What follows belongs to an exercise in optimizing a design on an open flow for small area; a production flow would make more cautious choices.
In this exercise RTL edits were held to simulation tests only and were not proved equivalent to the original.
No activity file was given, so power comes from the tool's default toggle rates. No driver is modelled on the clock port, so clocking that relies on it looks cheaper here than on a real chip.

== run A ==
Design l2_data_array_nway, start of the top module:
module l2_data_array_nway
#(
    parameter int unsigned s_offset = l2_pkg::default_s_offset,
    parameter int unsigned s_index  = l2_pkg::default_s_index,
    parameter int unsigned num_ways = l2_pkg::default_num_ways,
    localparam int unsigned s_way   = l2_pkg::way_bits(num_ways),
    localparam int unsigned s_mask  = 1 << s_offset,
    localparam int unsigned s_line  = 8 * s_mask
) (
    input  logic               clk,
    input  logic               rst,
    input  logic               read,
    input  logic               write,
    input  logic [s_way-1:0]   way,
    input  logic [s_index-1:0] index,
    input  logic [s_mask-1:0]  write_en,
    input  logic [s_line-1:0]  datain,
    output logic [s_line-1:0]  dataout,
    output logic               resp,
    output logic               ready
);
    localparam int unsigned num_sets  = 1 << s_index;
    localparam int unsigned num_lines = ((num_ways * num_sets + 7) / 8) * 8;
    localparam int unsigned num_pairs = num_lines / 2;
    logic                       init_done;
    logic                       rvalid;
    logic                       phase;
    logic [s_line-1:0]          bits [num_lines];
    logic [s_line-1:0]          bits_next [num_lines];
    logic [s_line-1:0]          datain_x;    
    logic [s_line-1:0]          wdata;       
    logic [num_lines-1:0]       line_keep;   
    logic [num_lines-1:0]       line_n;      
    logic [s_mask-1:0]          byte_n;      
    logic [s_mask-1:0]          byte_load [num_lines];
    logic [num_lines-1:0]       rsel_n;      
  ...
clock: 5.0 ns
lec_check: 0
cap_margin: 20
core_margin: 2
core_utilization: 60
place_density: 0.75
setup_slack_margin: 0.15
slew_margin: 20
synth_hierarchical: 1
standard.sh (not shown) runs the stock make flow with config.mk's settings and CLKGATE_MAP_FILE= SYNTH_SCRIPT=/design/flow/synth_recipe.tcl, a recipe that flattens the netlist after the stock synthesis.
==> flow/flow/run.sh <==
#!/bin/bash
# Own layout flow: the standard ORFS flow (standard.sh, unchanged synthesis,
# floorplan, power grid, placement and routing) with two settings changed:
#  - clock tree synthesis inserts no dummy loads and builds larger sink
#    clusters from clkbuf_16 leaf buffers;
#  - the port buffers that buffer_ports adds are buf_1 instead of the default
#    clock delay buffers.
# The full make output goes to flow_make.log in the work folder; ORFS keeps the
# log of each step under orfs/logs/.
set -euo pipefail
export CTS_ARGS="-sink_clustering_enable -repair_clock_nets -dont_use_dummy_load -buf_list sky130_fd_sc_hd__clkbuf_16 -sink_clustering_size ${CTS_SIZE:-30} -sink_clustering_max_diameter ${CTS_DIAM:-100}"
export BUFFER_PORTS_ARGS="-buffer_cell sky130_fd_sc_hd__buf_1"
bash standard.sh > flow_make.log 2>&1
[inputs] run B vs run A
# run A
export LEC_CHECK = 0
export CAP_MARGIN = 20
export CORE_MARGIN = 2
export CORE_UTILIZATION = 60
export PLACE_DENSITY = 0.75
export SETUP_SLACK_MARGIN = 0.15
export SLEW_MARGIN = 20
export SYNTH_HIERARCHICAL = 1
create_clock -name core_clock -period 5.0 [get_ports {clk}]
# run B
export LEC_CHECK = 0
export CAP_MARGIN = 20
export CORE_MARGIN = 2
export CORE_UTILIZATION = 40
export CTS_BUF_LIST = sky130_fd_sc_hd__clkbuf_16
export CTS_CLUSTER_DIAMETER = 100
export CTS_CLUSTER_SIZE = 30
export PLACE_DENSITY = 0.6
export SETUP_SLACK_MARGIN = 0.2
export SLEW_MARGIN = 20
export SYNTH_HIERARCHICAL = 1
create_clock -name core_clock -period 5.0 [get_ports {clk}]
==> flow/run.sh (new file) <==
#!/bin/bash
# synth_recipe.tcl (not shown) runs the flow's synth.tcl, then flattens the netlist and writes it again
# the make line also repeats each setting of config.mk as NAME=value (left out here)
make -C /OpenROAD-flow-scripts/flow DESIGN_CONFIG=/design/flow/config.mk WORK_HOME=/design/flow/orfs CLKGATE_MAP_FILE= SYNTH_SCRIPT=/design/flow/synth_recipe.tcl finish
removed: flow/flow/run.sh
removed: flow/standard.sh
==> comparison <==
Among run A and run B, a clean, completed layout was produced by run A alone.
Although it ran to completion, run B produced a layout that fails the final checks because of max-slew violations.
Run B vs run A: proportion of power drawn by combinational gates up
Going from run A to run B, largest net degree at the start of global routing fell by 5, final worst setup slack fell by 24 ps, number of cells on the critical path stayed essentially flat.
Flip-flop and latch share of the layout cell area: run B < run A
On sequential share of power, the higher figure sits with run A, not run B.

[afterwards: timing with drivers on the ports]
In the flow no input, the clock included, has a driving cell. The finished layouts below were timed again as built, in two steps. Step 1, drivers: a clkbuf_16 drives clk and a buf_2 each remaining input, both assumed. Step 2 adds t to the input delays and takes it off the output delays; t is the mean of the earliest and latest rising clock arrival at the registers after step 1. Input paths then give back, and output paths get back, about the clock's delay inside the block. Slacks: ideal / step 1 / step 2; pairs: ideal / step 1.
run | t, ns | slack for setup (ns) | worst setup path at the end | slew at the worst register clock pin (ns)
run A | 0.962 | 0.136 / 0.040 / 0.699 | input to register | 0.12 / 0.12
run B | 1.005 | 0.112 / 0.013 / 0.525 | input to register | 0.12 / 0.12
